This design comes from an exercise in tuning for small area, a short achievable clock period and few clock cycles on the open sky130 flow, not from production work.
At most, simulation tests tie the RTL to the original design; equivalence was not proved.
No functional check of the RTL was part of runs 4 to 6.
Power figures rest on the tool's default switching activity, not on a simulated workload.

==> design/flow/config.mk <==
export PLATFORM = sky130hd
export DESIGN_NAME = line_rasterizer_interpolated
export DESIGN_NICKNAME = line_rasterizer_interpolated
export VERILOG_FILES = /design/flow/design.v
export SDC_FILE = /design/flow/constraint.sdc
export NUM_CORES = 4
export LEC_CHECK = 0
export CAP_MARGIN = 5
export CORE_MARGIN = 2
export CORE_UTILIZATION = 40
export CTS_CLUSTER_DIAMETER = 80
export CTS_CLUSTER_SIZE = 24
export PLACE_DENSITY = 0.7
export SETUP_SLACK_MARGIN = 4.45
export SLEW_MARGIN = 5
==> design/flow/constraint.sdc <==
create_clock -name core_clock -period 7.5 [get_ports {aclk}]
set_input_delay 1.5000 -clock core_clock [delete_from_list [all_inputs] [get_ports {aclk}]]
set_output_delay 1.5000 -clock core_clock [all_outputs]
set_load 0.01 [all_outputs]
==> design/flow/design.v <==
`default_nettype none
package lri_pkg;
    localparam int COLOR_W   = 32;
    localparam int CHAN_W    = 8;
    localparam int NUM_COLOR = 4;
endpackage
`default_nettype wire
`default_nettype none
module lri_divider #(
    parameter int DEN_W = 6
) (
    input  wire logic [DEN_W-1:0] r_in,
    input  wire logic [1:0]       bits,
    input  wire logic [DEN_W-1:0] den,
    input  wire logic [DEN_W+1:0] den3,
    output logic      [1:0]       q,
    output logic      [DEN_W-1:0] r_out
);
    logic [DEN_W+1:0] t;
    logic [DEN_W+2:0] d1, d2, d3;
    always_comb begin
        t  = {r_in, bits};
        d1 = {1'b0, t} - {3'b0, den};
        d2 = {1'b0, t} - {2'b0, den, 1'b0};
        d3 = {1'b0, t} - {1'b0, den3};
        if (!d3[DEN_W+2]) begin
            q     = 2'd3;
            r_out = d3[DEN_W-1:0];
        end else if (!d2[DEN_W+2]) begin
            q     = 2'd2;
            r_out = d2[DEN_W-1:0];
        end else if (!d1[DEN_W+2]) begin
            q     = 2'd1;
            r_out = d1[DEN_W-1:0];
        end else begin
            q     = 2'd0;
            r_out = t[DEN_W-1:0];
        end
    end
endmodule
`default_nettype wire
`default_nettype none
module lri_chan #(
    parameter int W = 16,
    parameter int C = 6
) (
    input  wire logic         aclk,
    input  wire logic [W-1:0] a_val,      
    input  wire logic [W-1:0] b_val,      
    input  wire logic         ld_diff,    
    input  wire logic         geo,        
    input  wire logic         geo_step,   
    input  wire logic         swap_c,     
    input  wire logic [2:0]   den_sm,     
    input  wire logic         int_en,     
    input  wire logic         int_first,  
    input  wire logic [C-1:0] den,        
    input  wire logic [C+1:0] den3,       
    input  wire logic         swap,       
    input  wire logic         n_load,     
    input  wire logic         stash,      
    input  wire logic         d_load,     
    input  wire logic         pw,         
    input  wire logic         step,       
    output logic      [W-1:0] v           
);
    logic [W-1:0] q_reg;                  
    logic [C-1:0] r_reg;                  
    logic         dneg_reg;               
    logic         neg_reg;                
    logic [W-1:0] v_reg;
    logic [W-1:0] inc_reg;                
    logic [C-1:0] ra_reg;                 
    logic [C:0] rb_reg;            
    logic [C:0] fr_reg;            
    logic         wneg_reg;
    logic         zz_reg;                 
    logic         zkn_reg;                
    logic         frz_reg;                
    logic [W:0]   diff;
    logic [1:0]   q0, qs;
    logic [C-1:0] r0, rs;
    logic [1:0]   sbits, nbits;
    logic [C-1:0] ra_n;
    logic [C:0] rb_n, fr_n, fr_nx;
    logic         carry;
    logic [W:0]   vsum;
    logic [W-1:0] fsel;
    assign diff  = {1'b0, b_val} - {1'b0, a_val};
    assign nbits = q_reg[W-1 -: 2] ^ {2{dneg_reg}};
    assign sbits = nbits;
    assign fsel  = swap ? b_val : a_val;
    always_comb begin
        q0 = '0;
        r0 = C'(nbits);
        if (den_sm[0]) begin
            q0 = nbits;
            r0 = '0;
        end else if (den_sm[1]) begin
            q0 = {1'b0, nbits[1]};
            r0 = C'(nbits[0]);
        end else if (den_sm[2] && (nbits == 2'd3)) begin
            q0 = 2'd1;
            r0 = '0;
        end
    end
    lri_divider #(.DEN_W(C)) u_step (
        .r_in (r_reg), .bits (sbits), .den (den), .den3 (den3),
        .q    (qs),    .r_out (rs)
    );
    always_comb begin
        ra_n  = r_reg + C'(dneg_reg);
        rb_n  = ({1'b0, ra_n}) - ({1'b0, den});
        fr_n  = neg_reg ? {1'b0, ra_n} : rb_n;
        carry = !fr_reg[C] && !(zz_reg && frz_reg);
        fr_nx = fr_reg + (carry ? rb_reg : ({1'b0, ra_reg}));
        vsum  = {v_reg, 1'b1} + {inc_reg, carry ^ wneg_reg};
    end
    always_ff @(posedge aclk) begin
        if (ld_diff) begin
            dneg_reg <= diff[W];
            q_reg    <= diff[W-1:0];
        end else if (geo) begin
            neg_reg <= dneg_reg ^ swap_c;
            if (geo_step)
                q_reg <= {q_reg[W-3:0], q0};
        end else if (int_en) begin
            q_reg <= {q_reg[W-3:2], q_reg[1:0] ^ {2{neg_reg && int_first}},
                      qs ^ {2{neg_reg}}};
        end
        if (geo)
            r_reg <= geo_step ? r0 : '0;
        else if (int_en)
            r_reg <= rs;
    end
    always_ff @(posedge aclk) begin
        if (n_load || stash) begin
            ra_reg   <= ra_n;
            rb_reg   <= rb_n;
            fr_reg   <= fr_n;
            frz_reg  <= fr_n == '0;
            wneg_reg <= neg_reg;
        end else if (step) begin
            fr_reg  <= fr_nx;
            frz_reg <= fr_nx == '0;
        end
        if (n_load || stash) begin
            zz_reg  <= neg_reg;
            zkn_reg <= 1'b0;
        end else if (step) begin
            zz_reg  <= wneg_reg || ((zkn_reg || frz_reg) ? zz_reg : !pw);
            zkn_reg <= zkn_reg || frz_reg;
        end
        if (n_load || d_load)
            inc_reg <= q_reg;
        else if (stash)
            inc_reg <= fsel;
        if (n_load)
            v_reg <= fsel;
        else if (d_load)
            v_reg <= inc_reg;
        else if (step)
            v_reg <= vsum[W:1];
    end
    assign v = v_reg;
endmodule
module line_rasterizer_interpolated
#(
    parameter int COORD_BITS = 6,
    parameter int DEPTH_BITS = 16,
    parameter int FRAC_BITS  = 16
) (
    input  wire logic                 aclk,
    input  wire logic                 aresetn,
    input  wire logic                 s_tvalid,
    output logic                      s_tready,
    input  wire logic [((2*(2*COORD_BITS+DEPTH_BITS+32)+7)/8)*8-1:0] s_tdata,
    output logic                      m_tvalid,
    input  wire logic                 m_tready,
    output logic [((2*COORD_BITS+DEPTH_BITS+32+7)/8)*8-1:0] m_tdata,
    output logic                      m_tlast
);
    localparam int C      = COORD_BITS;
    localparam int CW     = lri_pkg::CHAN_W;
    localparam int NC     = lri_pkg::NUM_COLOR;
    localparam int PT_W   = 2*C + DEPTH_BITS + lri_pkg::COLOR_W;
    localparam int OUT_W  = ((2*C + DEPTH_BITS + NC*CW + 7) / 8) * 8;
    localparam int E_W    = C + 2;
    localparam int N_INT  = DEPTH_BITS/2 - 1;
    localparam int C_INT0 = N_INT - CW/2;      
    logic [C-1:0] xa, ya, xb, yb;
    logic [C:0]   dxp, dxn, dyp, dyn;      
    assign xa = s_tdata[C-1:0];
    assign ya = s_tdata[2*C-1:C];
    assign xb = s_tdata[PT_W+C-1:PT_W];
    assign yb = s_tdata[PT_W+2*C-1:PT_W+C];
    assign dxp = {1'b0, xb} - {1'b0, xa};
    assign dxn = {1'b0, xa} - {1'b0, xb};
    assign dyp = {1'b0, yb} - {1'b0, ya};
    assign dyn = {1'b0, ya} - {1'b0, yb};
    logic st_idle, st_geo, st_int, st_rdy, st_hold;
    logic [2:0] cnt_reg;
    logic       cint_reg;              
    logic [C-1:0] adx_reg, ady_reg;
    logic         xgt_reg, ygt_reg;
    logic [C-1:0] span_reg, nmin_reg;
    logic [C+1:0] span3_reg;
    logic         xmaj_reg, swap_reg, up_reg;
    logic         xmaj_c, swap_c, up_c;
    logic [C-1:0] span_c, nmin_c;
    logic [C+1:0] span3_c;
    logic [2:0]   span_sm;
    always_comb begin
        xmaj_c  = ady_reg < adx_reg;
        swap_c  = xmaj_c ? xgt_reg : ygt_reg;
        span_c  = xmaj_c ? adx_reg : ady_reg;
        nmin_c  = xmaj_c ? ady_reg : adx_reg;
        for (int k = 0; k < 3; k++)
            span_sm[k] = xmaj_c ? (adx_reg == C'(k+1)) : (ady_reg == C'(k+1));
        span3_c = xmaj_c ? ({2'b00, adx_reg} + {1'b0, adx_reg, 1'b0})
                         : ({2'b00, ady_reg} + {1'b0, ady_reg, 1'b0});
        up_c    = xmaj_c ? (swap_c ? ygt_reg : !ygt_reg)
                         : (swap_c ? xgt_reg : !xgt_reg);
    end
    logic vld_reg, last_reg, pend_reg;
    logic accept, take, n_load, stash, d_load, step, pend_clear;
    logic ld_diff, geo, int_d, int_c;
    logic int_last;
    logic sready_reg, rdy_n, pend_n, vld_n, last_n;
    assign s_tready   = sready_reg;
    assign accept     = s_tvalid && s_tready;
    assign take       = vld_reg && m_tready;
    assign pend_clear = pend_reg && m_tready;
    assign n_load     = accept && (!vld_reg || m_tready);
    assign stash      = accept && vld_reg && !m_tready;
    assign d_load     = pend_clear;
    assign step       = take && !last_reg;
    assign ld_diff = st_idle;
    assign geo     = st_geo;
    assign int_d   = st_int;
    assign int_c   = cint_reg;
    assign int_last = cnt_reg == 3'(N_INT-1);
    always_ff @(posedge aclk) begin
        if (!aresetn) begin
            st_idle  <= 1'b1;
            st_geo   <= 1'b0;
            st_int   <= 1'b0;
            st_rdy   <= 1'b0;
            st_hold  <= 1'b0;
            cnt_reg  <= '0;
            cint_reg <= 1'b0;
        end else begin
            st_idle  <= (st_idle && !s_tvalid) || (st_rdy && accept && !stash) ||
                        (st_hold && pend_clear);
            st_geo   <= st_idle && s_tvalid;
            st_int   <= st_geo || (st_int && !int_last);
            st_rdy   <= rdy_n;
            st_hold  <= (st_rdy && stash) || (st_hold && !pend_clear);
            cnt_reg  <= st_int ? cnt_reg + 1'b1 : '0;
            cint_reg <= st_int && !int_last && (cnt_reg >= 3'(C_INT0-1));
        end
    end
    always_ff @(posedge aclk) begin
        if (ld_diff) begin
            xgt_reg <= dxp[C];
            ygt_reg <= dyp[C];
            adx_reg <= dxp[C] ? dxn[C-1:0] : dxp[C-1:0];
            ady_reg <= dyp[C] ? dyn[C-1:0] : dyp[C-1:0];
        end
        if (geo) begin
            span_reg   <= span_c;
            span3_reg  <= span3_c;
            nmin_reg   <= nmin_c;
            xmaj_reg   <= xmaj_c;
            swap_reg   <= swap_c;
            up_reg     <= up_c;
        end
    end
    logic [DEPTH_BITS-1:0] zv;
    logic [CW-1:0]         cv [NC];
    lri_chan #(.W(DEPTH_BITS), .C(C)) u_depth (
        .aclk     (aclk),
        .a_val    (s_tdata[2*C+DEPTH_BITS-1:2*C]),
        .b_val    (s_tdata[PT_W+2*C+DEPTH_BITS-1:PT_W+2*C]),
        .ld_diff  (ld_diff),  .geo (geo), .geo_step (1'b1),
        .swap_c   (swap_c),   .den_sm (span_sm),
        .int_en   (int_d),    .int_first (st_int && (cnt_reg == '0)),
        .den      (span_reg), .den3 (span3_reg),
        .swap     (swap_reg),
        .n_load   (n_load),   .stash (stash), .d_load (d_load),
        .pw       (pw_reg),   .step (step),
        .v        (zv)
    );
    for (genvar k = 0; k < NC; k++) begin : g_col
        lri_chan #(.W(CW), .C(C)) u_col (
            .aclk     (aclk),
            .a_val    (s_tdata[PT_W-1-CW*k -: CW]),
            .b_val    (s_tdata[2*PT_W-1-CW*k -: CW]),
            .ld_diff  (ld_diff),  .geo (geo), .geo_step (1'b0),
            .swap_c   (swap_c),   .den_sm (span_sm),
            .int_en   (int_c),    .int_first (1'b0),
            .den      (span_reg), .den3 (span3_reg),
            .swap     (swap_reg),
            .n_load   (n_load),   .stash (stash), .d_load (d_load),
            .pw       (pw_reg),   .step (step),
            .v        (cv[k])
        );
    end
    logic             wxmaj_reg, wup_reg;
    logic [C-1:0]     x_reg, y_reg, left_reg;
    logic [E_W-1:0] e_reg;
    logic [C-1:0]     inca_reg;               
    logic [C:0] incb_reg;              
    logic [E_W-1:0] e_add;
    logic             mstep;
    logic [C-1:0]     xs0, ys0;
    logic [C:0]       cp1_reg;                
    logic             pw_reg;
    assign rdy_n  = (st_int && int_last) || (st_rdy && !accept);
    assign pend_n = stash || (pend_reg && !pend_clear);
    assign vld_n  = accept || (vld_reg && !(take && last_reg && !pend_reg));
    assign last_n = (n_load || d_load) ? (span_reg == '0)
                  : (step ? (left_reg == C'(1)) : last_reg);
    always_ff @(posedge aclk) begin
        if (!aresetn)
            sready_reg <= 1'b0;
        else
            sready_reg <= rdy_n && !pend_n && (!vld_n || last_n);
    end
    always_comb begin
        xs0   = swap_reg ? xb : xa;
        ys0   = swap_reg ? yb : ya;
        e_add = e_reg + ({1'b0, inca_reg, 1'b0});
        mstep = !e_add[E_W-1];
    end
    always_ff @(posedge aclk) begin
        if (!aresetn) begin
            vld_reg  <= 1'b0;
            pend_reg <= 1'b0;
        end else begin
            if (accept)
                vld_reg <= 1'b1;
            else if (take && last_reg && !pend_reg)
                vld_reg <= 1'b0;
            if (stash)
                pend_reg <= 1'b1;
            else if (pend_clear)
                pend_reg <= 1'b0;
        end
    end
    always_ff @(posedge aclk) begin
        if (n_load || d_load) begin
            wxmaj_reg <= xmaj_reg;
            wup_reg   <= up_reg;
            left_reg  <= span_reg;
            last_reg  <= span_reg == '0;
            e_reg     <= E_W'(0) - E_W'(span_reg);
            inca_reg  <= nmin_reg;
            incb_reg  <= ({1'b0, nmin_reg}) - ({1'b0, span_reg});
        end else if (stash) begin
            left_reg  <= xs0;
            e_reg     <= E_W'(ys0);
        end else if (step) begin
            left_reg  <= left_reg - 1'b1;
            last_reg  <= left_reg == C'(1);
            e_reg     <= mstep ? (e_reg + ({incb_reg, 1'b0})) : e_add;
        end
        if (n_load) begin
            x_reg <= xs0;
            y_reg <= ys0;
        end else if (d_load) begin
            x_reg <= left_reg;
            y_reg <= e_reg[C-1:0];
        end else if (step) begin
            if (wxmaj_reg) begin
                x_reg <= x_reg + 1'b1;
                if (mstep)
                    y_reg <= wup_reg ? (y_reg + 1'b1) : (y_reg - 1'b1);
            end else begin
                y_reg <= y_reg + 1'b1;
                if (mstep)
                    x_reg <= wup_reg ? (x_reg + 1'b1) : (x_reg - 1'b1);
            end
        end
    end
    always_comb begin
        pw_reg = 1'b0;
        for (int k = 1; k <= C; k++)
            if (cp1_reg == (C+1)'(1 << k))
                pw_reg = 1'b1;
    end
    always_ff @(posedge aclk) begin
        if (n_load || stash)
            cp1_reg <= (C+1)'(2);
        else if (step)
            cp1_reg <= cp1_reg + 1'b1;
    end
    assign m_tvalid = vld_reg;
    assign m_tlast  = last_reg;
    assign m_tdata  = OUT_W'({cv[3], cv[2], cv[1], cv[0], zv, y_reg, x_reg});
endmodule
`default_nettype wire
==> design/flow/flow/run.sh <==
#!/bin/bash
# Standard layout, with two changes: the port buffers are made from plain
# buffers (sky130_fd_sc_hd__buf_2) instead of the delay buffers buffer_ports
# picks, and clock tree synthesis adds no dummy loads.
set -euo pipefail
export BUFFER_PORTS_ARGS="-buffer_cell sky130_fd_sc_hd__buf_2"
export CTS_ARGS="-sink_clustering_enable -repair_clock_nets -sink_clustering_size 24 -sink_clustering_max_diameter 80 -dont_use_dummy_load"
bash standard.sh > standard.log 2>&1
==> design/flow/standard.sh <==
#!/bin/bash
# synth_recipe.tcl (not shown) runs the flow's synth.tcl, then flattens the netlist and writes it again
# the make line also repeats each setting of config.mk as NAME=value (left out here)
make -C /OpenROAD-flow-scripts/flow DESIGN_CONFIG=/design/flow/config.mk WORK_HOME=/design/flow/orfs CLKGATE_MAP_FILE= SYNTH_SCRIPT=/design/flow/synth_recipe.tcl "${@:-finish}"
==> results of run 1 <==
## cells in the final DEF, fill, tap and decap left out, types with 29 or more instances in the layout
| master | synthesis | layout |
|---|---|---|
| nor2_1 | 214 | 204 |
| nand3_1 | 34 | 34 |
| nor2b_1 | 71 | 66 |
| buf_2 | 0 | 181 |
| nand2b_1 | 46 | 46 |
| edfxtp_1 | 353 | 353 |
| or3_1 | 30 | 29 |
| inv_1 | 204 | 181 |
| ha_1 | 330 | 295 |
| dfxtp_1 | 48 | 43 |
| xor2_1 | 114 | 100 |
| a21o_1 | 114 | 112 |
| mux2_2 | 79 | 66 |
| a211oi_1 | 55 | 50 |
| nand2_1 | 152 | 148 |
| a21oi_1 | 286 | 251 |
| ha_4 | 0 | 29 |
| xnor2_1 | 144 | 137 |
| clkbuf_16 | 0 | 29 |
| o211ai_1 | 36 | 36 |
| buf_4 | 4 | 141 |
| o21ai_0 | 171 | 137 |
| nor3_1 | 31 | 31 |
| mux2i_1 | 109 | 108 |
## timing repair
action | in CTS | in global routing
resized for setup | 108 | 137
endpoints found under the setup margin | 234 | 109
setup buffers | 62 | 68
pin swaps | 39 | 97
gates cloned | 3 | 5
## where the power goes
group / total [uW] / switching [uW] / leakage [uW] / internal (uW)
combinational: 2210 / 1170 / 0.0112 / 1040
clock: 1380 / 763 / 0.000320 / 613
sequential: 2760 / 147 / 0.00360 / 2610
total: 6350 / 2080 / 0.0151 / 4270
## logic make-up (layout without fill, tap and decap cells)
group | count (synthesis) | after routing
muxes | 189 | 189
DFF | 401 | 401
other | 1 | 8
AOI/OAI and AO/OA | 852 | 852
buffers and inverters | 303 | 584
adders and majority gates | 374 | 374
and+or+nand+nor | 671 | 674
xor gates and xnor gates | 259 | 259
## worst max path at each step
| stage | endpoint | slack [ns] | cells after the start |
|---|---|---|---|
| 2_1_floorplan | adx_reg[5] | 3.92 | 11 |
| 3_3_place_gp | g_col[2].u_col.v_reg[0] | 3.13 | 8 |
| 3_5_place_dp | g_col[2].u_col.v_reg[0] | 3.07 | 8 |
| 4_1_cts | adx_reg[5] | 4.34 | 12 |
| 5_1_grt | adx_reg[5] | 4.22 | 12 |
| 6_report | adx_reg[5] | 4.35 | 12 |
## critical path, delay by kind of cell
family | cells | cell delay (ns)
AOI/OAI and AO/OA | 5 | 0.86
adders and majority gates | 2 | 0.49
buffers and inverters | 2 | 0.26
muxes | 1 | 0.15
and+or+nand+nor | 2 | 0.21
## through the flow
step	hold slack, ns	area [um2]	power, uW
floorplan	0.400	31100	4180
global placement	0.418	33100	4640
detailed placement	0.417	33100	4670
CTS	0.438	34800	6140
global route	0.444	36000	6680
finish	0.443	36000	6350
## final cells by class
class | instances | area (um2) | area share
Multi-Input combinational cell | 2352 | 19300 | 0.535
Sequential cell | 401 | 11600 | 0.321
Timing Repair Buffer | 351 | 2400 | 0.0665
Tap cell | 978 | 1220 | 0.0340
Inverter | 207 | 895 | 0.0248
Clock buffer | 26 | 651 | 0.0181
Antenna cell | 4 | 10.0 | 0.000278
## routing by layer
layer	global-route usage	routed length, um	vias to the layer above	share of wire
met1	0.276	36500	11700	0.43
li1	-	-	11700	-
met2	0.337	39700	740	0.47
met5	0	39	-	0.00046
met3	0.0263	5390	157	0.064
met4	0.0717	2990	6	0.035
==> results.toml, run 1 <==
[placement]
pre_cts_ws_ns = 3.07
dp.cells = 4151
numPortBuffers = 186
place_congestion = 0.883
hpwlAfterDp_um = 58900

[critical_path]
criticalPathCategory = "in -> reg"
slowest_stage = "fa_2"
cp.required_ns = 7.83
reg2reg_from = "u_depth.dneg_reg"
worstPathArrival_ns = 3.48
crit_chain = "buf_2 -> ha_4 -> fa_2 -> nor2b_1 -> o21ai_1 -> nand2b_1 -> a21o_1 -> a21oi_4 -> buf_6 -> mux2i_2 -> o31a_1 -> a311o_1"
start_kind = "input port"
r2r_slack_ns = 4.42
r2r_end = "u_depth.q_reg[1]"
path_max_fanout = 4
r2r_cells = 14
worstSetupStartpoint = "s_tdata[0]"
slowest_delay_ns = 0.33
end_kind = "flip-flop"

[sta]
setup_ws_ns = 4.35
rsz0062_at_grt = "yes"
setup_viol = 0
post-route-period-util = 0.419
relSlewSlack = 0.242
final.setup_skew_ns = 0.0803
fin_crit_ns = 3.15
worstMarginPinSlew_ns = 1.14
hold_viol_final = 0
max_freq_mhz = 318
tns_ns = 0
slew_viol_final = 0

[synth]
synthFlopType = "edfxtp_1"
syn_area_um2 = 30600
synthAdderAreaFrac = 0.164
synthXorXnorAreaFrac = 0.0743
syn_avg_cell_area_um2 = 10.0
synthTopCellsByArea = "edfxtp_1 35%, ha_1 13%, a21oi_1 4.7%"
synth_compound_gate_area_share = 0.175
yosys.area_share.simple = 0.107
ys_top_cells_by_count = "353 x edfxtp_1, 330 x ha_1, 286 x a21oi_1"
synth.most_common_cell = "edfxtp_1"
synthMuxAreaShare = 0.0651
netlist_instances = 3050
synth_warnings = 5
synth_edf_count = 353
yosysTopAreaCell = "edfxtp_1"
synth_top_family_by_area = "compound AO/OA/AOI/OAI gates"
yosys.area.top_type_share = 0.346
ys_seq_area_frac = 0.377
async_reset_ff_frac = 0
ys_types = 77
synth-seq-cells = 401

[global_route]
globalRouteOverflowTotal = 0
antenna_found_initial = 11
grt.total_usage = 0.205
grt_pass1_vias = 23300
grt_pass1_wl_um = 127000
grt_max_degree = 78

[drt]
wl_per_cell_um = 19.6
wirelength_um = 84600
dr.pass1.iters = 6
dr.first_iter.drc_count = 1928
vias = 24300
via_per_inst = 5.64
antenna_left = 0
drc_errors = 0

[cts]
cts_sinks = 401
h-tree-depth = 1
clockBufferDepth = 3
clkTransAtPathRegs_ns = 0.09
cts_tree = "done"
root_buffer = "clkbuf_16"
worstSkewPairLatency_ns = 0.62
numCtsBuffers = 26
ctsHoldBuffers = 0

[finish]
drive_above_1_share = 0.209
instances_no_fill = 4319
fill_cells = 6887
final_core_util = 0.475
syn_to_final_growth_pct = 17.6
nNetsFinal = 3837

[floorplan]
initial_core_util = 0.404
std_cell_rows = 101
fp.dieArea_um2 = 78800
die_w_um = 281
die_h_um = 281
io_pins = 191
core-area_um2 = 75800

[min_path]
hold_end = "wxmaj_reg"
min-delay-start = "xmaj_reg"
min_path_type = "reg -> reg"
hold_depth = 0

[pwr]
power_density_nw_per_um2 = 176
ir_worst_vdd_mv = 0.187
leakagePower_uw = 0.0151

[job]
max-cap-violations = 0

[run_status]
status = "finished clean"
Testbench counts, summed over its fixed seeds: cycles 38,956.
==> run 2, diff against run 1 <==
--- a/design/flow/config.mk
+++ b/design/flow/config.mk
@@ -10,6 +10,5 @@
 export CORE_UTILIZATION = 40
 export CTS_CLUSTER_DIAMETER = 80
 export CTS_CLUSTER_SIZE = 24
-export PLACE_DENSITY = 0.7
 export SETUP_SLACK_MARGIN = 4.45
 export SLEW_MARGIN = 5
==> run 2 against run 1 <==
Net effect:
- synthesized area is the same
- synthesized cell count is the same
- global-route usage grew 0.51 points
- sequential share of layout area grew 0.19 points
- critical path depth shrank 1
- design area shrank 0.59%
- power grew 0.63%
- via count shrank 2.6%
- largest cell class unchanged
- critical path type unchanged
- first-iteration DRC count shrank 8.8%
- die area is the same
- maximum frequency shrank 0.20%
- still clean
- non-clock buffer count shrank 20
==> results.toml, run 2 <==
[cts]
numCtsBuffers = 29
root_buffer = "clkbuf_16"
h-tree-depth = 1
worstSkewPairLatency_ns = 0.61
clkTransAtPathRegs_ns = 0.09
clockBufferDepth = 3
cts_sinks = 401
ctsHoldBuffers = 0
cts_tree = "done"

[synth]
ys_seq_area_frac = 0.377
synth.most_common_cell = "edfxtp_1"
synthTopCellsByArea = "edfxtp_1 35%, ha_1 13%, a21oi_1 4.7%"
syn_avg_cell_area_um2 = 10.0
synth_edf_count = 353
netlist_instances = 3050
yosysTopAreaCell = "edfxtp_1"
yosys.area.top_type_share = 0.346
ys_types = 77
syn_area_um2 = 30600
synthFlopType = "edfxtp_1"
synth_warnings = 5
ys_top_cells_by_count = "353 x edfxtp_1, 330 x ha_1, 286 x a21oi_1"
synth-seq-cells = 401
async_reset_ff_frac = 0

[global_route]
grt_max_degree = 82
grt_pass1_wl_um = 129000
antenna_found_initial = 3
grt_pass1_vias = 22600
grt.total_usage = 0.210
globalRouteOverflowTotal = 0

[pwr]
ir_worst_vdd_mv = 0.143
p_sw_frac = 0.327
p_int_uw = 4300
p_seq_frac = 0.432
power.switching_uw = 2090
combPwrFrac = 0.340
power_density_nw_per_um2 = 178
finalPower_uw = 6390
clockPowerShare = 0.227
leakagePower_uw = 0.0150

[job]
max-cap-violations = 0

[drt]
dr.pass1.iters = 5
vias = 23700
drc_errors = 0
dr.first_iter.drc_count = 1759
wl_per_cell_um = 19.7
via_per_inst = 5.51
wirelength_um = 84800
antenna_left = 0

[sta]
worstMarginPinSlew_ns = 0.957
rsz0062_at_grt = "yes"
slew_viol_final = 0
fin_crit_ns = 3.15
hold_viol_final = 0
post-route-period-util = 0.420
setup_viol = 0
max_freq_mhz = 317
final.setup_skew_ns = 0.0477
relSlewSlack = 0.358
tns_ns = 0
setup_ws_ns = 4.35

[critical_path]
r2r_cells = 12
r2r_slack_ns = 4.44
end_kind = "flip-flop"
worstPathArrival_ns = 3.46
start_kind = "input port"
path_max_fanout = 4
cp.required_ns = 7.81
reg2reg_from = "g_col[0].u_col.dneg_reg"
r2r_end = "g_col[0].u_col.q_reg[1]"
criticalPathCategory = "in -> reg"

[floorplan]
die_w_um = 281
std_cell_rows = 101
fp.dieArea_um2 = 78800
core-area_um2 = 75800
initial_core_util = 0.404
io_pins = 191
die_h_um = 281

[placement]
pre_cts_ws_ns = 3.14
hpwlAfterDp_um = 61000
numPortBuffers = 186
place_congestion = 0.853

[finish]
nNetsFinal = 3819
final_cell_mix = "353 x edfxtp_1, 298 x ha_1, 251 x a21oi_1"
syn_to_final_growth_pct = 16.9
drive_above_1_share = 0.203
mostFrequentLayoutCell = "edfxtp_1"

[min_path]
hold_depth = 0
hold_end = "wup_reg"
min-delay-start = "up_reg"
min_path_type = "reg -> reg"

[run_status]
status = "finished clean"
## run 2: worst max path at each step
stage / from / depth (start not counted) / to / slack (ns)
floorplan: s_tdata[60] / 11 / adx_reg[5] / 3.92
finish: s_tdata[6] / 11 / ady_reg[5] / 4.35
detailed placement: s_tvalid / 6 / g_col[2].u_col.v_reg[0] / 3.14
CTS: s_tdata[60] / 12 / adx_reg[5] / 4.35
global route: s_tdata[6] / 11 / ady_reg[5] / 4.26
global placement: s_tvalid / 6 / g_col[1].u_col.v_reg[2] / 3.19
## run 2: layout make-up
type | instances | area (um2)
Fill cell | 7135 | 40000
Tap cell | 978 | 1220
Antenna cell | 3 | 7.51
Clock buffer | 29 | 726
Inverter | 207 | 913
Multi-Input combinational cell | 2350 | 19200
Sequential cell | 401 | 11600
Timing Repair inverter | 1 | 7.51
Timing Repair Buffer | 331 | 2180
## run 2: timing repair
item | 4_1_cts | 5_1_grt
pin swaps | 38 | 82
setup buffers | 66 | 47
setup endpoints to repair | 321 | 81
gates cloned | 2 | 1
resized for setup | 112 | 123
## run 2: layer usage
| metal | part of all wire | vias up | track usage |
|---|---|---|---|
| li1 | - | 11700 | - |
| met1 | 0.47 | 11400 | 0.297 |
| met2 | 0.46 | 531 | 0.337 |
| met3 | 0.047 | 100 | 0.0253 |
| met4 | 0.027 | 2 | 0.0588 |
| met5 | 0.00015 | - | 0 |
## run 2: per-stage QoR
stage                     std cells  hold WS [ns]   util  cell area, um2
final                          4300         0.436  0.472           35800
after global routing           4299         0.466  0.472           35800
after CTS                      4249         0.446  0.460           34900
after detailed placement       4152         0.415  0.437           33100
after global placement         4152         0.406  0.437           33100
after floorplan                3053         0.400      -           31100
## run 2: cells by family after synthesis
group,after synthesis,synth area share
buf+inv,303,0.0376
other cells,1,0.000122
simple gates,671,0.107
mux,189,0.0651
xor+xnor,259,0.0743
fa+ha+maj,374,0.164
flops,401,0.377
compound gates,852,0.175
## run 2: power groups by stage
stage                     logic (uW)  registers, uW  clock network, uW
after floorplan                 1450           2740                  0
after global placement          1890           2810                  0
after detailed placement        1910           2810                  0
after CTS                       2040           2760               1480
after global routing            2410           2780               1550
final                           2170           2760               1450
## run 2: critical path, stage by stage
cell      delay (ns)
buf_2           0.12
ha_4            0.16
fa_2            0.33
nor2b_1         0.12
o21ai_1         0.07
nand2b_1        0.11
a21o_1          0.15
a21oi_4         0.08
mux2_4          0.31
o31a_1          0.23
a311o_1         0.28
==> run 3, diff against run 2 <==
--- a/design/flow/config.mk
+++ b/design/flow/config.mk
@@ -7,7 +7,7 @@
 export LEC_CHECK = 0
 export CAP_MARGIN = 5
 export CORE_MARGIN = 2
-export CORE_UTILIZATION = 40
+export CORE_UTILIZATION = 50
 export CTS_CLUSTER_DIAMETER = 80
 export CTS_CLUSTER_SIZE = 24
 export SETUP_SLACK_MARGIN = 4.45
==> run 3 against run 2 <==
Net effect:
- final cell count shrank 4.7%
- power grew 1.8%
- sequential share of layout area grew 0.15 points
- sequential power is essentially flat
- critical path type unchanged
- largest power group unchanged
==> results.toml, run 3 <==
[critical_path]
path_max_fanout = 3
end_kind = "flip-flop"
cp.required_ns = 7.87
start_kind = "input port"
criticalPathCategory = "in -> reg"
worstPathArrival_ns = 3.52

[sta]
max_freq_mhz = 317
worstMarginPinSlew_ns = 1.03
setup_viol = 0
post-route-period-util = 0.420
setup_ws_ns = 4.35
fin_crit_ns = 3.15
rsz0062_at_grt = "yes"
final.setup_skew_ns = 0.0653
slew_viol_final = 0
hold_viol_final = 0
tns_ns = 0
relSlewSlack = 0.309

[cts]
cts_sinks = 401
cts_tree = "done"
ctsHoldBuffers = 0
h-tree-depth = 1
worstSkewPairLatency_ns = 0.63
clkTransAtPathRegs_ns = 0.10
numCtsBuffers = 31
clockBufferDepth = 3
root_buffer = "clkbuf_16"

[synth]
syn_avg_cell_area_um2 = 10.0
synthTopCellsByArea = "edfxtp_1 35%, ha_1 13%, a21oi_1 4.7%"
ys_top_cells_by_count = "353 x edfxtp_1, 330 x ha_1, 286 x a21oi_1"
synthFlopType = "edfxtp_1"
yosys.area.top_type_share = 0.346
synth_warnings = 5
yosysTopAreaCell = "edfxtp_1"
synth.most_common_cell = "edfxtp_1"
synth_edf_count = 353
async_reset_ff_frac = 0
ys_seq_area_frac = 0.377
synth-seq-cells = 401
syn_area_um2 = 30600
netlist_instances = 3050
ys_types = 77

[global_route]
antenna_found_initial = 1
grt_pass1_wl_um = 132000
grt.total_usage = 0.262
grt_max_degree = 100
grt_pass1_vias = 24000
globalRouteOverflowTotal = 0

[placement]
place_congestion = 0.888
numPortBuffers = 186
dp.cells = 3952
hpwlAfterDp_um = 60400
pre_cts_ws_ns = 3.13
postPlaceCellArea_um2 = 32800

[floorplan]
fp.dieArea_um2 = 63200
core-area_um2 = 60500
die_h_um = 251
io_pins = 191
initial_core_util = 0.506
std_cell_rows = 90
die_w_um = 251

[run_status]
status = "finished clean"

[pwr]
p_seq_frac = 0.425
finalPower_uw = 6500
p_sw_frac = 0.329
power.switching_uw = 2140
combPwrFrac = 0.342
clockPowerShare = 0.234
p_int_uw = 4370
power_density_nw_per_um2 = 183
ir_worst_vdd_mv = 0.209
leakagePower_uw = 0.0150

[finish]
multi_input_area_um2 = 19300
syn_to_final_growth_pct = 16.4
final_cell_mix = "353 x edfxtp_1, 302 x ha_1, 244 x a21oi_1"
mostFrequentLayoutCell = "edfxtp_1"
ff_latch_area_um2 = 11600
design_area_um2 = 35600
nNetsFinal = 3814
drive_above_1_share = 0.206
instances_no_fill = 4096
antenna_cells = 0
fill_cells = 5140

[drt]
wirelength_um = 84900
antenna_left = 0
drc_errors = 0
vias = 23900
dr.pass1.iters = 5
dr.first_iter.drc_count = 1554
wl_per_cell_um = 20.7
via_per_inst = 5.84

[job]
max-cap-violations = 0

[min_path]
min_path_type = "reg -> reg"
[run 3: cell counts after synthesis]
Identical to the previous run, type by type.
[run 3: final timing paths]
kind                      startpoint                endpoint  slack, ns  depth (start not counted)
max                       s_tdata[6]              ady_reg[5]       4.35                         11
min                           up_reg                 wup_reg       0.42                          0
min reg2reg                   up_reg                 wup_reg       0.42                          0
max reg2reg  g_col[1].u_col.dneg_reg  g_col[1].u_col.frz_reg       4.44                         11
[run 3: what timing repair did]
| action | CTS | global route |
|---|---|---|
| pin swaps | 35 | 90 |
| setup endpoints to repair | 246 | 125 |
| setup buffers | 53 | 60 |
| resized for setup | 111 | 152 |
[run 3: worst max-delay path, stage by stage]
cell and delay [ns]:
buf_2 0.13, ha_4 0.16, fa_2 0.34, nor2b_1 0.12
o21ai_1 0.07, nand2b_1 0.12, a21o_1 0.18, a21oi_4 0.08
mux2_4 0.31, o31a_1 0.24, a311o_1 0.26
[run 3: layout make-up]
class / instances / share of cell area
clock buffers: 31 / 0.0218
multi-input cells: 2349 / 0.540
well taps: 782 / 0.0275
repair buffers: 326 / 0.0605
inverters: 207 / 0.0254
flip-flops and latches: 401 / 0.325
[run 3: kinds of logic (layout without fill, tap and decap cells)]
logic type | after synthesis | after routing | synth area share
muxes | 189 | 189 | 0.0651
AOI/OAI and AO/OA | 852 | 852 | 0.175
adders and majority gates | 374 | 374 | 0.164
and+or+nand+nor | 671 | 671 | 0.107
buffers and inverters | 303 | 564 | 0.0376
DFF | 401 | 401 | 0.377
xor gates and xnor gates | 259 | 259 | 0.0743
other | 1 | 4 | 0.000122
[run 3: through the flow]
stage	hold WS (ns)	utilization
finish	0.416	0.589
global route	0.427	0.589
CTS	0.413	0.571
detailed placement	0.416	0.543
global placement	0.407	0.543
floorplan	0.400	-
[run 3: metal layers]
metal,global-route usage,up-vias,part of all wire
met4,0.0735,2,0.032
met5,0,-,0.00014
met3,0.0209,134,0.040
met2,0.452,555,0.48
met1,0.355,11600,0.45
li1,-,11600,-
[run 3: power groups by stage]
| stage | Clock, uW | Sequential [uW] | Combinational [uW] |
|---|---|---|---|
| floorplan | 0 | 2740 | 1450 |
| global placement | 0 | 2810 | 1880 |
| detailed placement | 0 | 2810 | 1920 |
| CTS | 1550 | 2760 | 2040 |
| global route | 1610 | 2780 | 2460 |
| finish | 1520 | 2760 | 2220 |
==> run 4, diff against run 3 <==
--- a/design/flow/design.v
+++ b/design/flow/design.v
@@ -87,7 +87,8 @@
     logic [W:0]   vsum;
     logic [W-1:0] fsel;
     assign diff  = {1'b0, b_val} - {1'b0, a_val};
-    assign nbits = q_reg[W-1 -: 2] ^ {2{dneg_reg}};
+    localparam bit LATE_CPL = W > 8;
+    assign nbits = q_reg[W-1 -: 2] ^ {2{LATE_CPL && dneg_reg}};
     assign sbits = nbits;
     assign fsel  = swap ? b_val : a_val;
     always_comb begin
@@ -119,7 +120,7 @@
     always_ff @(posedge aclk) begin
         if (ld_diff) begin
             dneg_reg <= diff[W];
-            q_reg    <= diff[W-1:0];
+            q_reg    <= diff[W-1:0] ^ {W{!LATE_CPL && diff[W]}};
         end else if (geo) begin
             neg_reg <= dneg_reg ^ swap_c;
             if (geo_step)
--- a/design/flow/config.mk
+++ b/design/flow/config.mk
@@ -7,7 +7,7 @@
 export LEC_CHECK = 0
 export CAP_MARGIN = 5
 export CORE_MARGIN = 2
-export CORE_UTILIZATION = 50
+export CORE_UTILIZATION = 40
 export CTS_CLUSTER_DIAMETER = 80
 export CTS_CLUSTER_SIZE = 24
 export SETUP_SLACK_MARGIN = 4.45
==> run 4 against run 3 <==
Net effect:
- combinational power shrank 5%
- synthesized area grew 3.8%
- power shrank 3.1%
- worst hold slack gained 0.024 ns
- final cell count increased by 13%
- worst setup slack improved by 0.027 ns
- core utilization fell by 12 points
- first-iteration DRC count is 13% higher
- design area up 4.7%
- critical path type unchanged
==> results.toml, run 4 <==
[placement]
postPlaceCellArea_um2 = 34500
hpwlAfterDp_um = 64400
numPortBuffers = 186
place_congestion = 0.897
dp.cells = 4463

[cts]
ctsHoldBuffers = 0
numCtsBuffers = 28
clockBufferDepth = 3
h-tree-depth = 1
clkTransAtPathRegs_ns = 0.10
cts_sinks = 401
cts_tree = "done"
root_buffer = "clkbuf_16"
worstSkewPairLatency_ns = 0.61

[global_route]
antenna_found_initial = 1
grt_pass1_vias = 24800
grt_pass1_wl_um = 141000
globalRouteOverflowTotal = 0
grt_max_degree = 63
grt.total_usage = 0.218

[synth]
synth_edf_count = 353
async_reset_ff_frac = 0
netlist_instances = 3299
syn_avg_cell_area_um2 = 9.64
yosysTopAreaCell = "edfxtp_1"
ys_seq_area_frac = 0.364
synthFlopType = "edfxtp_1"
synth.most_common_cell = "edfxtp_1"
synthTopCellsByArea = "edfxtp_1 33%, ha_1 13%, a21oi_1 4.2%"
syn_area_um2 = 31800
synth_warnings = 5
ys_top_cells_by_count = "353 x edfxtp_1, 331 x ha_1, 280 x nor2_1"
ys_types = 82
yosys.area.top_type_share = 0.333
synth-seq-cells = 401

[finish]
drive_above_1_share = 0.190
nNetsFinal = 4071
instances_no_fill = 4621
design_area_um2 = 37300
syn_to_final_growth_pct = 17.4
final_cell_mix = "353 x edfxtp_1, 302 x ha_1, 275 x nor2_1"
final_core_util = 0.473
mostFrequentLayoutCell = "edfxtp_1"

[sta]
hold_viol_final = 0
fin_crit_ns = 3.13
worstMarginPinSlew_ns = 1.11
rsz0062_at_grt = "yes"
slew_viol_final = 0
relSlewSlack = 0.258
max_freq_mhz = 320
post-route-period-util = 0.417
setup_viol = 0
tns_ns = 0
final.setup_skew_ns = 0.0481

[floorplan]
die_w_um = 286
initial_core_util = 0.403
core-area_um2 = 78900
die_h_um = 286
std_cell_rows = 103
fp.dieArea_um2 = 81800
io_pins = 191

[pwr]
power_density_nw_per_um2 = 169
leakagePower_uw = 0.0153
ir_worst_vdd_mv = 0.160
finalPower_uw = 6300

[run_status]
status = "finished clean"

[min_path]
min-delay-start = "xmaj_reg"
hold_end = "wxmaj_reg"
min_path_type = "reg -> reg"
hold_depth = 0

[drt]
dr.first_iter.drc_count = 1752
antenna_left = 0
wirelength_um = 91900
vias = 25700
wl_per_cell_um = 19.9
drc_errors = 0
dr.pass1.iters = 7
via_per_inst = 5.57

[critical_path]
cp.required_ns = 7.86
criticalPathCategory = "in -> reg"
reg2reg_from = "u_depth.frz_reg"
r2r_slack_ns = 4.45
r2r_cells = 12
start_kind = "input port"
r2r_end = "u_depth.frz_reg"
worstSetupStartpoint = "s_tdata[0]"
end_kind = "flip-flop"
worstPathArrival_ns = 3.49
path_max_fanout = 3

[job]
max-cap-violations = 0
[run 4: through the flow]
step	hold WS [ns]	setup WS, ns
2_1_floorplan	0.400	3.87
3_3_place_gp	0.405	3.10
3_5_place_dp	0.410	3.00
4_1_cts	0.433	4.37
5_1_grt	0.465	4.30
6_report	0.440	4.37
[run 4: cell type report]
cell class | count | area, um2
timing repair inverter | 1 | 7.51
antenna | 1 | 2.50
multi-input combinational | 2542 | 20200
sequential | 401 | 11600
clock buffer | 28 | 701
timing repair buffer | 344 | 2440
fill | 7440 | 41600
inverter | 254 | 1060
tap | 1050 | 1310
[run 4: worst max-delay path, stage by stage]
cell      delay [ns]
buf_4           0.13
ha_4            0.16
fa_2            0.34
nand2b_4        0.16
a21oi_4         0.13
or2_4           0.14
a21o_4          0.12
mux2_4          0.32
o21ba_4         0.19
a221o_1         0.30
[run 4: report_power, final]
| group | switching, uW | leakage (uW) | internal [uW] |
|---|---|---|---|
| registers | 153 | 0.00360 | 2620 |
| clock network | 775 | 0.000345 | 658 |
| logic | 1140 | 0.0113 | 961 |
[run 4: cell families after synthesis]
| kind of cell | count (synthesis) | synth area share |
|---|---|---|
| flops | 401 | 0.364 |
| buf+inv | 361 | 0.0431 |
| compound gates | 927 | 0.189 |
| fa+ha+maj | 375 | 0.158 |
| simple gates | 824 | 0.124 |
| other cells | 1 | 0.000118 |
| xor+xnor | 232 | 0.0639 |
| mux | 178 | 0.0585 |
[run 4: timing repair]
| item | in CTS | in global routing |
|---|---|---|
| cloned | 6 | 1 |
| pin swaps | 60 | 76 |
| buffers inserted | 70 | 52 |
| gates resized for setup | 111 | 119 |
| setup endpoints to repair | 274 | 108 |
[run 4: routing by layer]
| metal | global-route usage | wire, um | vias up | part of all wire |
|---|---|---|---|---|
| met5 | 0 | 0 | - | 0 |
| met4 | 0.0490 | 2140 | 0 | 0.023 |
| met3 | 0.0187 | 3700 | 123 | 0.040 |
| met2 | 0.374 | 43700 | 578 | 0.48 |
| met1 | 0.299 | 42400 | 12400 | 0.46 |
| li1 | - | - | 12600 | - |
[run 4: worst max-delay path by stage]
stage / slack (ns) / end / depth (start not counted)
after floorplan: 3.87 / adx_reg[5] / 10
after CTS: 4.37 / g_col[3].u_col.q_reg[1] / 11
final: 4.37 / adx_reg[5] / 10
after global routing: 4.30 / u_depth.frz_reg / 12
after detailed placement: 3.00 / sready_reg / 12
after global placement: 3.10 / sready_reg / 12
==> run 5, diff against run 4 <==
--- a/design/flow/config.mk
+++ b/design/flow/config.mk
@@ -10,5 +10,5 @@
 export CORE_UTILIZATION = 40
 export CTS_CLUSTER_DIAMETER = 80
 export CTS_CLUSTER_SIZE = 24
-export SETUP_SLACK_MARGIN = 4.45
+export SETUP_SLACK_MARGIN = 4.55
 export SLEW_MARGIN = 5
==> run 5 against run 4 <==
Net effect:
- sequential cell count unchanged
- clock skew up 0.00086 ns
- via count up 1.5%
- maximum frequency decreased by 0.14%
- routed wire length grew 1.1%
- sequential share of layout area fell by 1.1 points
- power grew 3.8%
- clock power is 3% higher
- non-clock buffer count rose by 48
- critical path depth increased by 1
- combinational power grew 9%
- final cell count rose by 1.1%
- highest routed layer is now met5
==> results.toml, run 5 <==
[synth]
yosysTopAreaCell = "edfxtp_1"
synthFlopType = "edfxtp_1"
synthTopCellsByArea = "edfxtp_1 33%, ha_1 13%, a21oi_1 4.2%"
synth_edf_count = 353
yosys.area.top_type_share = 0.333
synth_warnings = 5
synth.most_common_cell = "edfxtp_1"
async_reset_ff_frac = 0
syn_area_um2 = 31800
ys_top_cells_by_count = "353 x edfxtp_1, 331 x ha_1, 280 x nor2_1"
synth-seq-cells = 401
ys_types = 82
ys_seq_area_frac = 0.364
netlist_instances = 3299
syn_avg_cell_area_um2 = 9.64

[global_route]
grt_max_degree = 72
globalRouteOverflowTotal = 0
grt.total_usage = 0.218
grt_pass1_vias = 24700
antenna_found_initial = 4
grt_pass1_wl_um = 141000

[cts]
root_buffer = "clkbuf_16"
h-tree-depth = 1
clockBufferDepth = 3
clkTransAtPathRegs_ns = 0.10
worstSkewPairLatency_ns = 0.62
cts_tree = "done"
ctsHoldBuffers = 0
cts_sinks = 401
numCtsBuffers = 29

[critical_path]
end_kind = "flip-flop"
cp.required_ns = 7.85
criticalPathCategory = "in -> reg"
worstPathArrival_ns = 3.48
path_max_fanout = 3
start_kind = "input port"
r2r_slack_ns = 4.38

[sta]
rsz0062_at_grt = "yes"
hold_viol_final = 0
fin_crit_ns = 3.13
final.setup_skew_ns = 0.0489
slew_viol_final = 0
relSlewSlack = 0.295
max_freq_mhz = 319
fin_hold_ws_ns = 0.402
post-route-period-util = 0.417
worstMarginPinSlew_ns = 1.06
setup_viol = 0
tns_ns = 0

[floorplan]
std_cell_rows = 103
io_pins = 191
die_w_um = 286
fp.dieArea_um2 = 81800
core-area_um2 = 78900
die_h_um = 286
initial_core_util = 0.403

[finish]
fill_cells = 7300
drive_above_1_share = 0.225
final_core_util = 0.490
mostFrequentLayoutCell = "edfxtp_1"
multi_input_area_um2 = 20900
final_cell_mix = "353 x edfxtp_1, 287 x ha_1, 275 x nor2_1"
ff_latch_area_um2 = 11600
syn_to_final_growth_pct = 21.6
nNetsFinal = 4120
instances_no_fill = 4671

[drt]
dr.pass1.iters = 5
wirelength_um = 92900
via_per_inst = 5.59
drc_errors = 0
vias = 26100
wl_per_cell_um = 19.9
dr.first_iter.drc_count = 2006
antenna_left = 0

[pwr]
finalPower_uw = 6540
power_density_nw_per_um2 = 169
leakagePower_uw = 0.0158
ir_worst_vdd_mv = 0.198

[run_status]
status = "finished clean"

[placement]
dp.cells = 4461
hpwlAfterDp_um = 64800
numPortBuffers = 186
place_congestion = 0.886

[min_path]
min_path_type = "reg -> reg"

[job]
max-cap-violations = 0
## run 5: path summary, 6_finish.rpt
path                   from              end  cells after the start
max reg2reg  u_depth.zz_reg  u_depth.frz_reg                     12
min reg2reg        xmaj_reg        wxmaj_reg                      0
min                xmaj_reg        wxmaj_reg                      0
max             s_tdata[60]       adx_reg[5]                     11
## run 5: power breakdown
part	total [uW]	switching, uW	internal [uW]
combinational	2290	1210	1070
clock	1470	793	680
sequential	2780	162	2620
## run 5: repair_timing
| item | in CTS | in global routing |
|---|---|---|
| gates resized for setup | 181 | 187 |
| buffers inserted | 110 | 61 |
| gates cloned | 6 | 2 |
| pin swaps | 95 | 134 |
| setup endpoints to repair | 378 | 138 |
## run 5: final cells by class
cell class,count,share of cell area
Antenna cell,2,0.000129
Clock buffer,29,0.0188
Inverter,254,0.0283
Multi-Input combinational cell,2542,0.541
Sequential cell,401,0.299
Tap cell,1050,0.0340
Timing Repair Buffer,392,0.0787
Timing Repair inverter,1,0.000194
## run 5: kinds of logic (layout without fill, tap and decap cells)
kind of cell	count (synthesis)	after routing	share of synthesized area
AND/OR/NAND/NOR	824	825	0.124
adder cells (fa/ha/maj)	375	375	0.158
AO/OA/AOI/OAI	927	928	0.189
XOR/XNOR	232	232	0.0639
buffers and inverters	361	676	0.0431
multiplexers	178	178	0.0585
other	1	6	0.000118
flip-flops	401	401	0.364
## run 5: critical path: stages
cell and delay (ns):
buf_8 0.09, inv_8 0.03, ha_4 0.15, fa_2 0.33, nand2b_4 0.16, a21oi_4 0.15, or2_4 0.14, a21o_4 0.13
mux2_4 0.32, o21ba_4 0.19, a221o_1 0.30
## run 5: routing by layer
metal / vias up / GRT usage / routed length [um]
li1: 12700 / - / -
met2: 722 / 0.356 / 42500
met5: - / 0 / 9
met1: 12600 / 0.299 / 41800
met3: 139 / 0.0317 / 5490
met4: 2 / 0.0665 / 3080
## run 5: metrics by stage
stage | instance area (um2) | worst slack, ns
final | 38700 | 4.37
after global routing | 38700 | 4.30
after CTS | 37200 | 4.38
after detailed placement | 34600 | 3.01
after global placement | 34600 | 3.07
after floorplan | 32500 | 3.87
==> run 6, diff against run 5 <==
--- a/design/flow/design.v
+++ b/design/flow/design.v
@@ -87,8 +87,7 @@
     logic [W:0]   vsum;
     logic [W-1:0] fsel;
     assign diff  = {1'b0, b_val} - {1'b0, a_val};
-    localparam bit LATE_CPL = W > 8;
-    assign nbits = q_reg[W-1 -: 2] ^ {2{LATE_CPL && dneg_reg}};
+    assign nbits = q_reg[W-1 -: 2] ^ {2{dneg_reg}};
     assign sbits = nbits;
     assign fsel  = swap ? b_val : a_val;
     always_comb begin
@@ -118,9 +117,9 @@
         vsum  = {v_reg, 1'b1} + {inc_reg, carry ^ wneg_reg};
     end
     always_ff @(posedge aclk) begin
+        dneg_reg <= diff[W];
         if (ld_diff) begin
-            dneg_reg <= diff[W];
-            q_reg    <= diff[W-1:0] ^ {W{!LATE_CPL && diff[W]}};
+            q_reg    <= diff[W-1:0];
         end else if (geo) begin
             neg_reg <= dneg_reg ^ swap_c;
             if (geo_step)
@@ -262,12 +261,10 @@
         end
     end
     always_ff @(posedge aclk) begin
-        if (ld_diff) begin
-            xgt_reg <= dxp[C];
-            ygt_reg <= dyp[C];
-            adx_reg <= dxp[C] ? dxn[C-1:0] : dxp[C-1:0];
-            ady_reg <= dyp[C] ? dyn[C-1:0] : dyp[C-1:0];
-        end
+        xgt_reg <= dxp[C];
+        ygt_reg <= dyp[C];
+        adx_reg <= dxp[C] ? dxn[C-1:0] : dxp[C-1:0];
+        ady_reg <= dyp[C] ? dyn[C-1:0] : dyp[C-1:0];
         if (geo) begin
             span_reg   <= span_c;
             span3_reg  <= span3_c;
--- a/design/flow/config.mk
+++ b/design/flow/config.mk
@@ -10,5 +10,5 @@
 export CORE_UTILIZATION = 40
 export CTS_CLUSTER_DIAMETER = 80
 export CTS_CLUSTER_SIZE = 24
-export SETUP_SLACK_MARGIN = 4.55
+export SETUP_SLACK_MARGIN = 4.45
 export SLEW_MARGIN = 5
==> run 6 against run 5 <==
Net effect:
- still clean
- sequential power is essentially flat
- via count fell by 7.9%
- clock power decreased by 3%
- clock skew decreased by 0.0050 ns
- largest power group unchanged
==> results.toml, run 6 <==
[pwr]
power_density_nw_per_um2 = 186
leakagePower_uw = 0.0151
finalPower_uw = 6670
ir_worst_vdd_mv = 0.162

[finish]
syn_to_final_growth_pct = 16.7
design_area_um2 = 35900
mostFrequentLayoutCell = "edfxtp_1"
nNetsFinal = 3871
final_cell_mix = "334 x edfxtp_1, 303 x ha_1, 246 x a21oi_1"
fill_cells = 7238
drive_above_1_share = 0.201

[synth]
synthMuxAreaShare = 0.0657
synthFlopType = "edfxtp_1"
ys_top_cells_by_count = "334 x edfxtp_1, 328 x ha_1, 280 x a21oi_1"
yosys.area_share.simple = 0.108
synth_compound_gate_area_share = 0.180
ys_types = 91
synth-seq-cells = 401
syn_avg_cell_area_um2 = 9.87
yosys.area.top_type_share = 0.326
async_reset_ff_frac = 0
yosysTopAreaCell = "edfxtp_1"
ys_seq_area_frac = 0.370
synth_warnings = 5
synth.most_common_cell = "edfxtp_1"
synthTopCellsByArea = "edfxtp_1 33%, ha_1 13%, a21oi_1 4.6%"
synthAdderAreaFrac = 0.162
netlist_instances = 3113
synth_edf_count = 334
synth_top_family_by_area = "compound AO/OA/AOI/OAI gates"
syn_area_um2 = 30700
synthXorXnorAreaFrac = 0.0715

[floorplan]
initial_core_util = 0.404
std_cell_rows = 101
core-area_um2 = 76100
die_w_um = 281
die_h_um = 281
io_pins = 191
fp.dieArea_um2 = 79100

[critical_path]
start_kind = "flip-flop"
criticalPathCategory = "reg -> reg"
r2r_slack_ns = 4.29
worstPathArrival_ns = 3.55
cp.required_ns = 7.84
r2r_end = "g_col[2].u_col.q_reg[0]"
reg2reg_from = "g_col[2].u_col.q_reg[6]"
r2r_cells = 14
end_kind = "flip-flop"
path_max_fanout = 3

[cts]
cts_sinks = 401
ctsHoldBuffers = 0
root_buffer = "clkbuf_16"
clkTransAtPathRegs_ns = 0.10
clockBufferDepth = 3
worstSkewPairLatency_ns = 0.61
cts_tree = "done"
numCtsBuffers = 28
h-tree-depth = 1

[job]
max-cap-violations = 0

[drt]
dr.pass1.iters = 6
wirelength_um = 86900
via_per_inst = 5.46
dr.first_iter.drc_count = 1921
antenna_left = 0
wl_per_cell_um = 19.7
vias = 24000
drc_errors = 0

[sta]
max_freq_mhz = 311
final.setup_skew_ns = 0.0439
tns_ns = 0
post-route-period-util = 0.428
setup_viol = 0
slew_viol_final = 0
hold_viol_final = 0
relSlewSlack = 0.275
worstMarginPinSlew_ns = 1.09
rsz0062_at_grt = "yes"
fin_crit_ns = 3.21

[min_path]
min_path_type = "reg -> reg"
min-delay-start = "xmaj_reg"
hold_depth = 0
hold_end = "wxmaj_reg"

[global_route]
grtUsageMet2 = 0.355
grt.total_usage = 0.214
grt_pass1_wl_um = 132000
grt-busiest-layer = "met2"
met3_usage = 0.0209
antenna_found_initial = 7
grt_max_degree = 78
use_met1 = 0.301
grt_pass1_vias = 23000
globalRouteOverflowTotal = 0

[placement]
postPlaceCellArea_um2 = 33300
numPortBuffers = 186
hpwlAfterDp_um = 61400
place_congestion = 0.848

[run_status]
status = "finished clean"
run 6: cell types whose count changed after synthesis, sizes merged, moves of 12 or more:
cell	change
o21a	-40
a211o	-15
nor3	-22
nor2b	-22
a21o	+35
edfxtp	-19
o21ai	-20
clkbuf	-21
xnor2	+12
dfxtp	+19
nand3	-14
nor2	-37
a21oi	+24
run 6: timing repair:
action	4_1_cts	5_1_grt
hold endpoints to repair	0	0
cloned	4	0
resized for setup	101	95
setup endpoints to repair	201	87
setup buffers	59	53
pin swaps	41	67
run 6: where the power goes:
part | total (uW) | switching (uW) | internal [uW]
logic | 2480 | 1350 | 1130
clock network | 1430 | 774 | 657
registers | 2760 | 149 | 2610
total | 6670 | 2280 | 4400
run 6: worst max-delay path by stage:
| stage | from | endpoint | slack [ns] |
|---|---|---|---|
| 6_report | g_col[2].u_col.q_reg[6] | g_col[2].u_col.q_reg[0] | 4.29 |
| 5_1_grt | g_col[2].u_col.q_reg[6] | g_col[2].u_col.q_reg[0] | 4.23 |
| 4_1_cts | span_reg[5] | u_depth.q_reg[0] | 4.33 |
| 3_5_place_dp | s_tvalid | u_depth.v_reg[8] | 3.24 |
| 3_3_place_gp | s_tvalid | u_depth.v_reg[6] | 3.31 |
| 2_1_floorplan | s_tdata[72] | u_depth.q_reg[12] | 4.04 |
run 6: layer usage:
metal,share of wire,vias to the layer above
li1,-,11800
met1,0.46,11600
met2,0.47,583
met3,0.048,106
met4,0.023,6
met5,0.00053,-
run 6: cell type report:
class / count / area [um2] / area share
Sequential cell: 401 / 11400 / 0.317
Multi-Input combinational cell: 2375 / 19300 / 0.537
Timing Repair inverter: 2 / 15.0 / 0.000419
Antenna cell: 4 / 10.0 / 0.000279
Clock buffer: 28 / 701 / 0.0195
Inverter: 243 / 1010 / 0.0281
Timing Repair Buffer: 324 / 2180 / 0.0608
Tap cell: 1030 / 1290 / 0.0359
run 6: through the flow:
step                utilization  instances  setup slack [ns]  hold WS, ns
finish                    0.472       4407              4.29        0.429
global route              0.472       4406              4.23        0.445
CTS                       0.460       4350              4.33        0.426
detailed placement        0.437       4259              3.24        0.405
global placement          0.437       4259              3.31        0.402
floorplan                     -       3116              4.04        0.400
run 6: logic make-up (layout without fill, tap and decap cells):
group / Yosys count / count (layout)
AO/OA/AOI/OAI: 852 / 852
XOR/XNOR: 248 / 248
adder cells (fa/ha/maj): 372 / 372
buffers and inverters: 340 / 597
flip-flops: 401 / 401
multiplexers: 191 / 191
other: 1 / 8
AND/OR/NAND/NOR: 708 / 708
run 6: worst max-delay path, stage by stage (launching register included):
cell	delay, ns
edfxtp_1	0.49
xnor2_2	0.24
ha_2	0.25
inv_4	0.06
fa_2	0.34
a21o_1	0.17
a21oi_2	0.17
o21bai_2	0.10
a2111oi_4	0.29
buf_4	0.20
buf_4	0.12
o22ai_2	0.09
xor2_1	0.19
nor2_2	0.21
a21oi_1	0.06
==> run 7, diff against run 6 <==
--- a/design/flow/design.v
+++ b/design/flow/design.v
@@ -117,8 +117,8 @@
         vsum  = {v_reg, 1'b1} + {inc_reg, carry ^ wneg_reg};
     end
     always_ff @(posedge aclk) begin
-        dneg_reg <= diff[W];
         if (ld_diff) begin
+            dneg_reg <= diff[W];
             q_reg    <= diff[W-1:0];
         end else if (geo) begin
             neg_reg <= dneg_reg ^ swap_c;
@@ -261,10 +261,12 @@
         end
     end
     always_ff @(posedge aclk) begin
-        xgt_reg <= dxp[C];
-        ygt_reg <= dyp[C];
-        adx_reg <= dxp[C] ? dxn[C-1:0] : dxp[C-1:0];
-        ady_reg <= dyp[C] ? dyn[C-1:0] : dyp[C-1:0];
+        if (ld_diff) begin
+            xgt_reg <= dxp[C];
+            ygt_reg <= dyp[C];
+            adx_reg <= dxp[C] ? dxn[C-1:0] : dxp[C-1:0];
+            ady_reg <= dyp[C] ? dyn[C-1:0] : dyp[C-1:0];
+        end
         if (geo) begin
             span_reg   <= span_c;
             span3_reg  <= span3_c;
==> design/flow/flow/run.sh (replaced) <==
#!/bin/bash
# Standard layout, with two changes: the port buffers are made from plain
# buffers (sky130_fd_sc_hd__buf_1) instead of the delay buffers buffer_ports
# picks, and clock tree synthesis adds no dummy loads.
set -euo pipefail
export BUFFER_PORTS_ARGS="-buffer_cell sky130_fd_sc_hd__buf_1"
export CTS_ARGS="-sink_clustering_enable -repair_clock_nets -sink_clustering_size 24 -sink_clustering_max_diameter 80 -dont_use_dummy_load"
bash standard.sh > standard.log 2>&1
==> run 7 against run 6 <==
Net effect:
- core utilization rose by 0.15 points
- synthesized area fell by 0.37%
- die area fell by 0.37%
- sequential share of layout area rose by 0.51 points
- sequential power barely moved
- non-clock buffer count rose by 27
- final cell count fell by 2.1%
- worst hold slack got worse by 0.018 ns
- largest cell class unchanged
==> results.toml, run 7 <==
[run_status]
status = "finished clean"

[critical_path]
criticalPathCategory = "in -> reg"
path_max_fanout = 4
slowest_stage = "fa_2"
cp.required_ns = 7.81
end_kind = "flip-flop"
crit_family = "compound AO/OA/AOI/OAI gates"
start_kind = "input port"
slowest_delay_ns = 0.36
worstPathArrival_ns = 3.46
crit_chain = "buf_12 -> inv_12 -> ha_4 -> fa_2 -> nor2b_2 -> o21ai_1 -> nand2b_1 -> a21o_1 -> a21oi_4 -> mux2_4 -> o31a_1 -> a311o_1"
worst-path-buf-inv = 2

[cts]
clockBufferDepth = 3
clkTransAtPathRegs_ns = 0.09
ctsHoldBuffers = 0
h-tree-depth = 1
cts_tree = "done"
cts_sinks = 401
worstSkewPairLatency_ns = 0.61
numCtsBuffers = 28
root_buffer = "clkbuf_16"

[floorplan]
initial_core_util = 0.404
die_h_um = 281
std_cell_rows = 101
fp.dieArea_um2 = 78800
core-area_um2 = 75800
io_pins = 191
die_w_um = 281

[synth]
synth_top_family_by_area = "compound AO/OA/AOI/OAI gates"
yosysTopAreaCell = "edfxtp_1"
synthTopCellsByArea = "edfxtp_1 35%, ha_1 13%, a21oi_1 4.7%"
synthFlopType = "edfxtp_1"
synth-seq-cells = 401
ys_seq_area_frac = 0.377
async_reset_ff_frac = 0
synthXorXnorAreaFrac = 0.0743
synthAdderAreaFrac = 0.164
syn_area_um2 = 30600
ys_types = 77
yosys.area_share.simple = 0.107
synth_compound_gate_area_share = 0.175
ys_top_cells_by_count = "353 x edfxtp_1, 330 x ha_1, 286 x a21oi_1"
netlist_instances = 3050
synthMuxAreaShare = 0.0651
synth_edf_count = 353
synth.most_common_cell = "edfxtp_1"
yosys.area.top_type_share = 0.346
synth_warnings = 5
syn_avg_cell_area_um2 = 10.0

[drt]
wirelength_um = 84900
drc_errors = 0
dr.first_iter.drc_count = 1846
via_per_inst = 5.50
dr.pass1.iters = 7
wl_per_cell_um = 19.7
vias = 23700
antenna_left = 0

[global_route]
grt_max_degree = 92
grt_pass1_vias = 22600
grt_pass1_wl_um = 129000
grt.total_usage = 0.209
antenna_found_initial = 4
globalRouteOverflowTotal = 0

[sta]
fin_hold_ws_ns = 0.412
setup_viol = 0
fin_crit_ns = 3.15
max_freq_mhz = 318
rsz0062_at_grt = "yes"
hold_viol_final = 0
slew_viol_final = 0
relSlewSlack = 0.382
final.setup_skew_ns = 0.0572
worstMarginPinSlew_ns = 0.921
post-route-period-util = 0.420
tns_ns = 0

[placement]
hpwlAfterDp_um = 60500
numPortBuffers = 186
dp.cells = 4152
place_congestion = 0.861

[pwr]
ir_worst_vdd_mv = 0.172
p_sw_frac = 0.328
combPwrFrac = 0.348
power.switching_uw = 2110
p_int_uw = 4330
p_seq_frac = 0.429
clockPowerShare = 0.223
power_density_nw_per_um2 = 179
finalPower_uw = 6440
leakagePower_uw = 0.0146

[finish]
final_core_util = 0.473
instances_no_fill = 4314
syn_to_final_growth_pct = 17.1
antenna_cells = 0
final_cell_mix = "353 x edfxtp_1, 295 x ha_1, 250 x a21oi_1"
nNetsFinal = 3836
drive_above_1_share = 0.163
mostFrequentLayoutCell = "edfxtp_1"

[min_path]
min_path_type = "reg -> reg"

[job]
max-cap-violations = 0
## run 7: changes by cell type in the layout (fill, tap and decap cells not counted), moves of 19 or more
cell      change
buf_1       +167
buf_2       -171
buf_4        +22
edfxtp_1     +19
inv_1        -43
nand2_1      -47
nor2_1       -28
o21ai_0      +31
o21ai_1      -27
xor2_1       +23
## run 7: repair_timing
item,CTS,global route
endpoints found under the hold margin,0,0
gates cloned,0,1
endpoints found under the setup margin,242,168
buffers inserted,59,74
resized for setup,125,160
pin swaps,38,92
## run 7: area by class of cell
| type | instances | area (um2) |
|---|---|---|
| Fill cell | 7118 | 40000 |
| Multi-Input combinational cell | 2349 | 19300 |
| Sequential cell | 401 | 11600 |
| Timing Repair Buffer | 351 | 2120 |
| Tap cell | 978 | 1220 |
| Inverter | 207 | 916 |
| Clock buffer | 28 | 701 |
## run 7: path summary, 6_finish.rpt
kind	start	to	slack [ns]	depth (start not counted)
setup / recovery	s_tdata[66]	ady_reg[5]	4.35	12
hold / removal	up_reg	wup_reg	0.41	0
setup reg to reg	g_col[3].u_col.frz_reg	g_col[3].u_col.frz_reg	4.42	12
hold reg to reg	up_reg	wup_reg	0.41	0
## run 7: logic make-up after synthesis
kind of cell / count (synthesis)
AO/OA/AOI/OAI: 852
AND/OR/NAND/NOR: 671
flip-flops: 401
adder cells (fa/ha/maj): 374
buffers and inverters: 303
XOR/XNOR: 259
multiplexers: 189
other: 1
## run 7: power groups by stage
stage          clock network, uW  registers [uW]  logic [uW]
6_report                    1430            2760        2240
5_1_grt                     1530            2780        2490
4_1_cts                     1460            2760        2030
3_5_place_dp                   0            2810        1890
3_3_place_gp                   0            2810        1880
2_1_floorplan                  0            2740        1450
## run 7: through the flow
step	area, um2	setup slack [ns]
floorplan	31100	3.92
global placement	32900	3.09
detailed placement	32900	3.04
CTS	34600	4.34
global route	35900	4.26
finish	35900	4.35
## run 7: per-layer routing
| layer | vias up | share of wire | GRT usage |
|---|---|---|---|
| li1 | 11700 | - | - |
| met1 | 11500 | 0.47 | 0.300 |
| met2 | 489 | 0.47 | 0.348 |
| met3 | 71 | 0.042 | 0.0169 |
| met4 | 0 | 0.018 | 0.0355 |
| met5 | - | 0 | 0 |
Testbench counts of run 7, summed over its fixed seeds: cycles 38,956.

port drivers added, routing unchanged:
How much do the figures lean on ideal ports? The routed layouts below were timed once more, with nothing changed but the port constraints.
Step 1, drivers: a clkbuf_16 drives aclk and a buf_2 each remaining input, both assumed.
Step 2 moves the port delays by t, midway between the first and last clock arrival at a register: inputs arrive t later, outputs are due t later. That takes back most of the time a late clock gives input paths.
Slacks: no drivers / after step 1 / after step 2; pairs: no drivers / after step 1.
run | t (ns) | slack for setup (ns) | hold slack, ns
run 1 | 0.638 | 4.354 / 4.366 / 3.728 | 0.443 / 0.443 / 0.443
run 2 | 0.648 | 4.348 / 4.363 / 3.715 | 0.436 / 0.436 / 0.436
run 3 | 0.663 | 4.347 / 4.352 / 3.689 | 0.416 / 0.416 / 0.416
run 4 | 0.645 | 4.374 / 4.401 / 3.756 | 0.440 / 0.440 / 0.440
run 5 | 0.653 | 4.369 / 4.376 / 3.723 | 0.402 / 0.402 / 0.402
run 6 | 0.653 | 4.288 / 4.288 / 3.800 | 0.429 / 0.429 / 0.429
run 7 | 0.642 | 4.351 / 4.351 / 3.709 | 0.412 / 0.412 / 0.412
After both steps setup and hold are still met in every run listed. For run 3, which loses most, drivers alone change the setup slack by +0.005 ns; drivers and shift together by -0.658 ns.
